This design comes from an exercise in tuning for small area, a short achievable clock period and few clock cycles per item on the open sky130 flow, not from production work. RTL that was checked went through simulation tests only; none was proved equivalent to the original.

== v6 ==
Design calendar_day_difference, start of the top module:
module calendar_day_difference
(
  input  logic              clk,
  input  logic              rst_n,
  input  logic              start,
  output logic              busy,
  input  logic [DayW-1:0]   in_first_day,
  input  logic [MonW-1:0]   in_first_month,
  input  logic [YearW-1:0]  in_first_year,
  input  logic [DayW-1:0]   in_second_day,
  input  logic [MonW-1:0]   in_second_month,
  input  logic [YearW-1:0]  in_second_year,
  output logic              out_valid,
  output logic [CountW-1:0] out_day_count
);
make LEC_CHECK=0 CAP_MARGIN=20 CORE_MARGIN=2 CORE_UTILIZATION=40 SETUP_SLACK_MARGIN=5 SLEW_MARGIN=20 finish   # period 9.5 ns
run.sh (not shown) runs the stock make flow with config.mk's settings and CLKGATE_MAP_FILE= SYNTH_SCRIPT=/design/flow/synth_recipe.tcl, a recipe that flattens the netlist after the stock synthesis.
> inputs changed (v6 -> v7)
diff --git a/flow/design.v b/flow/design.v
--- a/flow/design.v
+++ b/flow/design.v
@@ -150,24 +150,23 @@
   logic [9:0]      s2_lsum_r;
   always_ff @(posedge clk) begin
     s2_ysum_r <= s2_ysum_nxt;
     s2_lsum_r <= s2_lsum_nxt;
   end
   logic [CountW-1:0] s3_cnt_nxt;
   always_comb begin
-    logic [SumW-1:0] lsx, mag;
-    logic [10:0]     low;
-    logic [SumW:0]   sum;
-    logic            sgn;
+    logic [SumW:0] pos, neg;
+    logic [SumW-1:0] lsx;
     lsx = SumW'(s2_lsum_r);
-    low = {1'b0, s2_ysum_r[9:0]} + {1'b0, s2_lsum_r} + 11'd1;
-    sgn = s2_ysum_r[SumW-1] & ~((&s2_ysum_r[SumW-1:10]) & low[10]);
-    sum = {s2_ysum_r, ~sgn} + {lsx, ~sgn};
-    mag = sum[SumW:1] ^ {SumW{sgn}};
-    s3_cnt_nxt = mag[CountW] ? {CountW{1'b1}} : mag[CountW-1:0];
+    pos = {s2_ysum_r, 1'b1} + {lsx, 1'b1};
+    neg = {~s2_ysum_r, 1'b1} + {~lsx, 1'b1};
+    if (pos[SumW])
+      s3_cnt_nxt = neg[CountW+1] ? {CountW{1'b1}} : neg[CountW:1];
+    else
+      s3_cnt_nxt = pos[CountW+1] ? {CountW{1'b1}} : pos[CountW:1];
   end
   logic [CountW-1:0] s3_cnt_r;
   always_ff @(posedge clk) begin
     s3_cnt_r <= s3_cnt_nxt;
   end
   logic s0_vld_r, s1_vld_r, s2_vld_r, s3_vld_r;
   always_ff @(posedge clk) begin
## What came out
- Between v7 and v6, it is v7 whose routed wire length is higher, by about 3.7%.
- v6 -> v7: placed cell count increased by a few percent
- Per the final summary, v7 finished and its layout is clean on timing, DRC and antenna.
- Min starting utilization of the core area across v6 and v7: v7
- Across both runs, final critical-path share of the clock period was lower for v7 than for v6.
- Compared v7 vs v6, and count of placed standard cells in the final layout, fillers left out is up in v7.
- Hold violation total from the final report delta (v6 -> v7): insignificant
Testbench counts of v7, summed over its fixed seeds: cycles 16,040, items 16,000.
For v6, only the layout was checked, not whether the RTL still works.

========
Another version of the RTL of calendar_day_difference (not shown whole).
Size: ~0.015 sq mm of cells after synthesis.
==> module calendar_day_difference, before the edit <==
module calendar_day_difference
(
  input  logic              clk,
  input  logic              rst_n,
  input  logic              start,
  output logic              busy,
  input  logic [DayW-1:0]   in_first_day,
  input  logic [MonW-1:0]   in_first_month,
  input  logic [YearW-1:0]  in_first_year,
  input  logic [DayW-1:0]   in_second_day,
  input  logic [MonW-1:0]   in_second_month,
  input  logic [YearW-1:0]  in_second_year,
  output logic              out_valid,
  output logic [CountW-1:0] out_day_count
);
  localparam int SumW   = 24;              
  localparam int Y0Days = 730485;          
  assign busy = 1'b0;
  logic [DayW-1:0]  s0_day_r  [2];
  logic [MonW-1:0]  s0_mon_r  [2];
  logic [YearW-1:0] s0_year_r [2];
  always_ff @(posedge clk) begin
    s0_day_r[0]  <= in_first_day;
    s0_mon_r[0]  <= in_first_month;
    s0_year_r[0] <= in_first_year;
    s0_day_r[1]  <= in_second_day;
    s0_mon_r[1]  <= in_second_month;
    s0_year_r[1] <= in_second_year;
  end
  logic [7:0]  qc   [2];    
  logic [8:0]  mst  [2];    
  logic [2:0]  cv   [2];    
  logic        yz   [2];    
  for (genvar i = 0; i < 2; i++) begin : g_date
    logic [25:0] prod;      
    logic [11:0] qx;
    logic        mod100, leap, early, c1, c28, c29, c30;
    always_comb begin
      yz[i]  = (s0_year_r[i] == '0);
      qx     = s0_year_r[i][YearW-1:2];
      prod   = (26'(qx) << 10) + (26'(qx) << 8) + (26'(qx) << 5) - 26'(qx);
      qc[i]  = prod[22:15];
      mod100 = (prod[14:8] < 7'd5);
      leap   = (s0_year_r[i][1:0] == 2'b00) & (~mod100 | (qc[i][1:0] == 2'b00));
      unique case (s0_mon_r[i])
        4'd2:    mst[i] = 9'd31;
        4'd3:    mst[i] = 9'd59;
        4'd4:    mst[i] = 9'd90;
        4'd5:    mst[i] = 9'd120;
        4'd6:    mst[i] = 9'd151;
        4'd7:    mst[i] = 9'd181;
        4'd8:    mst[i] = 9'd212;
        4'd9:    mst[i] = 9'd243;
        4'd10:   mst[i] = 9'd273;
        4'd11:   mst[i] = 9'd304;
        4'd12:   mst[i] = 9'd334;
        default: mst[i] = 9'd0;
      endcase
      early = (s0_mon_r[i] <= 4'd2) | (s0_mon_r[i] >= 4'd13);
      c1  = early & leap;
      c28 = (s0_mon_r[i] == 4'd2) & (s0_day_r[i] == 5'd29) & ~leap;
      c29 = (s0_mon_r[i] == 4'd2) & (s0_day_r[i] == 5'd30);
      unique case (s0_mon_r[i])
        4'd2, 4'd4, 4'd6, 4'd9,
        4'd11:   c30 = (s0_day_r[i] == 5'd31);
        default: c30 = 1'b0;
      endcase
      cv[i] = {c28 | c29 | c30, c30 | (c29 & c1), c1 ^ c29};
    end
  end
  logic [17:0] s1_y5_nxt;      
  logic [13:0] s1_small_nxt;   
  always_comb begin
    s1_y5_nxt    = 18'(s0_year_r[0]) + (18'(s0_year_r[0]) << 2)
                   - 18'(s0_year_r[1]) - (18'(s0_year_r[1]) << 2);
    s1_small_nxt = 14'(s0_year_r[0][YearW-1:2]) - 14'(s0_year_r[1][YearW-1:2])
                   + 14'(mst[0]) + 14'(s0_day_r[0]) - 14'(mst[1]) - 14'(s0_day_r[1]);
  end
  logic [17:0] s1_y5_r;
  logic [13:0] s1_small_r;
  logic [7:0]  s1_qc_r [2];
  logic [2:0]  s1_cv_r [2];
  logic [1:0]  s1_yz_r;
  always_ff @(posedge clk) begin
    s1_y5_r    <= s1_y5_nxt;
    s1_small_r <= s1_small_nxt;
    s1_qc_r[0] <= qc[0];
    s1_qc_r[1] <= qc[1];
    s1_cv_r[0] <= cv[0];
    s1_cv_r[1] <= cv[1];
    s1_yz_r    <= {yz[1], yz[0]};
  end
  localparam int KBase = -73 * (1 << 17) - (1 << 13) - 255 - 63 - 31 - 1;
  logic [SumW-1:0] s2_ysum_nxt;
  logic [9:0]      s2_lsum_nxt;
  always_comb begin
    logic [17:0] y5u;
    logic [13:0] smu;
    logic [7:0]  nq0;
    logic [5:0]  nq1;
    logic [4:0]  cpos, cneg;
    int          k;
    y5u  = s1_y5_r ^ 18'h20000;
    smu  = s1_small_r ^ 14'h2000;
    k    = KBase;
    if (s1_yz_r[0]) k = k + Y0Days;
    if (s1_yz_r[1]) k = k - Y0Days;
    s2_ysum_nxt = (SumW'(y5u) << 6) + (SumW'(y5u) << 3) + SumW'(y5u)
                  + SumW'(smu) + SumW'(k);
    nq0  = ~s1_qc_r[0];
    nq1  = ~s1_qc_r[1][7:2];
    cpos = {s1_cv_r[1][2], s1_cv_r[1][2], s1_cv_r[1][2], s1_cv_r[1][1], s1_cv_r[1][0]};
    cneg = ~{s1_cv_r[0][2], s1_cv_r[0][2], s1_cv_r[0][2], s1_cv_r[0][1], s1_cv_r[0][0]};
    s2_lsum_nxt = 10'(nq0) + 10'(s1_qc_r[0][7:2]) + 10'(s1_qc_r[1]) + 10'(nq1)
                  + 10'(cpos) + 10'(cneg);
  end
  logic [SumW-1:0] s2_ysum_r;
  logic [9:0]      s2_lsum_r;
  always_ff @(posedge clk) begin
    s2_ysum_r <= s2_ysum_nxt;
    s2_lsum_r <= s2_lsum_nxt;
  end
  logic [CountW-1:0] s3_cnt_nxt;
  always_comb begin
    logic [SumW:0] pos, neg;
    logic [SumW-1:0] lsx;
    lsx = SumW'(s2_lsum_r);
    pos = {s2_ysum_r, 1'b1} + {lsx, 1'b1};
    neg = {~s2_ysum_r, 1'b1} + {~lsx, 1'b1};
    if (pos[SumW])
      s3_cnt_nxt = neg[CountW+1] ? {CountW{1'b1}} : neg[CountW:1];
    else
      s3_cnt_nxt = pos[CountW+1] ? {CountW{1'b1}} : pos[CountW:1];
  end
  logic [CountW-1:0] s3_cnt_r;
  always_ff @(posedge clk) begin
    s3_cnt_r <= s3_cnt_nxt;
  end
  logic s0_vld_r, s1_vld_r, s2_vld_r, s3_vld_r;
  always_ff @(posedge clk) begin
    if (!rst_n) begin
      s0_vld_r <= 1'b0;
      s1_vld_r <= 1'b0;
      s2_vld_r <= 1'b0;
      s3_vld_r <= 1'b0;
    end else begin
      s0_vld_r <= start;
      s1_vld_r <= s0_vld_r;
      s2_vld_r <= s1_vld_r;
      s3_vld_r <= s2_vld_r;
    end
  end
  assign out_valid     = s3_vld_r;
  assign out_day_count = s3_cnt_r;
endmodule
make LEC_CHECK=0 CAP_MARGIN=20 CORE_MARGIN=2 CORE_UTILIZATION=40 SETUP_SLACK_MARGIN=5 SLEW_MARGIN=20 finish   # period 9.5 ns
Testbench counts at the start, summed over its fixed seeds: cycles 16,040, items 16,000.
Edit:
--- a/flow/design.v
+++ b/flow/design.v
@@ -22,5 +22,4 @@
 );
   localparam int SumW   = 24;              
-  localparam int Y0Days = 730485;          
   assign busy = 1'b0;
   logic [DayW-1:0]  s0_day_r  [2];
@@ -30,13 +29,12 @@
     s0_day_r[0]  <= in_first_day;
     s0_mon_r[0]  <= in_first_month;
-    s0_year_r[0] <= in_first_year;
+    s0_year_r[0] <= (in_first_year == '0) ? YearW'(2000) : in_first_year;
     s0_day_r[1]  <= in_second_day;
     s0_mon_r[1]  <= in_second_month;
-    s0_year_r[1] <= in_second_year;
+    s0_year_r[1] <= (in_second_year == '0) ? YearW'(2000) : in_second_year;
   end
   logic [7:0]  qc   [2];    
   logic [8:0]  mst  [2];    
   logic [2:0]  cv   [2];    
-  logic        yz   [2];    
   for (genvar i = 0; i < 2; i++) begin : g_date
     logic [25:0] prod;      
@@ -44,5 +42,4 @@
     logic        mod100, leap, early, c1, c28, c29, c30;
     always_comb begin
-      yz[i]  = (s0_year_r[i] == '0);
       qx     = s0_year_r[i][YearW-1:2];
       prod   = (26'(qx) << 10) + (26'(qx) << 8) + (26'(qx) << 5) - 26'(qx);
@@ -88,5 +85,4 @@
   logic [7:0]  s1_qc_r [2];
   logic [2:0]  s1_cv_r [2];
-  logic [1:0]  s1_yz_r;
   always_ff @(posedge clk) begin
     s1_y5_r    <= s1_y5_nxt;
@@ -96,5 +92,4 @@
     s1_cv_r[0] <= cv[0];
     s1_cv_r[1] <= cv[1];
-    s1_yz_r    <= {yz[1], yz[0]};
   end
   localparam int KBase = -73 * (1 << 17) - (1 << 13) - 255 - 63 - 31 - 1;
@@ -107,12 +102,8 @@
     logic [5:0]  nq1;
     logic [4:0]  cpos, cneg;
-    int          k;
     y5u  = s1_y5_r ^ 18'h20000;
     smu  = s1_small_r ^ 14'h2000;
-    k    = KBase;
-    if (s1_yz_r[0]) k = k + Y0Days;
-    if (s1_yz_r[1]) k = k - Y0Days;
     s2_ysum_nxt = (SumW'(y5u) << 6) + (SumW'(y5u) << 3) + SumW'(y5u)
-                  + SumW'(smu) + SumW'(k);
+                  + SumW'(smu) + SumW'(KBase);
     nq0  = ~s1_qc_r[0];
     nq1  = ~s1_qc_r[1][7:2];
Flip-flop and latch count shrinks by 2.
Register-to-register slack hardly moves.
Count of clock-buffer cells in the layout grows by 1.
Routed wire length shrinks by about 0.7%.
Utilization grows by 0.47 points.
Setup slack gets worse by 12 ps.
Clock skew grows by 5.5 ps.
Global-route usage shrinks by 0.20 points.
Cell area shrinks by about 0.9%.
Die area shrinks by 0.64%.
Critical path depth shrinks by 2.
Only the layout flow was run in the second run of this note; the RTL was not checked for function there.

re-timing with driven ports:
How much do the figures lean on ideal ports? The routed layouts below were timed once more, with nothing changed but the port constraints. Step 1, drivers: a clkbuf_16 drives clk and a buf_2 each remaining input, both assumed. Step 2 adds t to the input delays and takes it off the output delays; t is the mean of the earliest and latest rising clock arrival at the registers after step 1. Input paths then give back, and output paths get back, about the clock's delay inside the block. Three values: no drivers, after step 1, after step 2; two values: the first two.
run	shift t [ns]	setup WS [ns]	worst hold slack (ns)	clock arrival spread, ns
v6	0.489	5.178 / 5.195 / 4.714	0.430 / 0.430 / 0.430	0.017 / 0.017
v7	0.486	5.219 / 5.219 / 4.930	0.431 / 0.431 / 0.431	0.011 / 0.010
the first run of note 2	0.498	5.228 / 5.228 / 5.228	0.438 / 0.438 / 0.438	0.015 / 0.016
the second run of note 2	0.495	5.216 / 5.216 / 5.216	0.443 / 0.443 / 0.443	0.020 / 0.020
After both steps every run listed still meets setup and hold. The setup slack of v6, which loses most, moves by +0.017 ns with the drivers and by -0.464 ns with both steps.
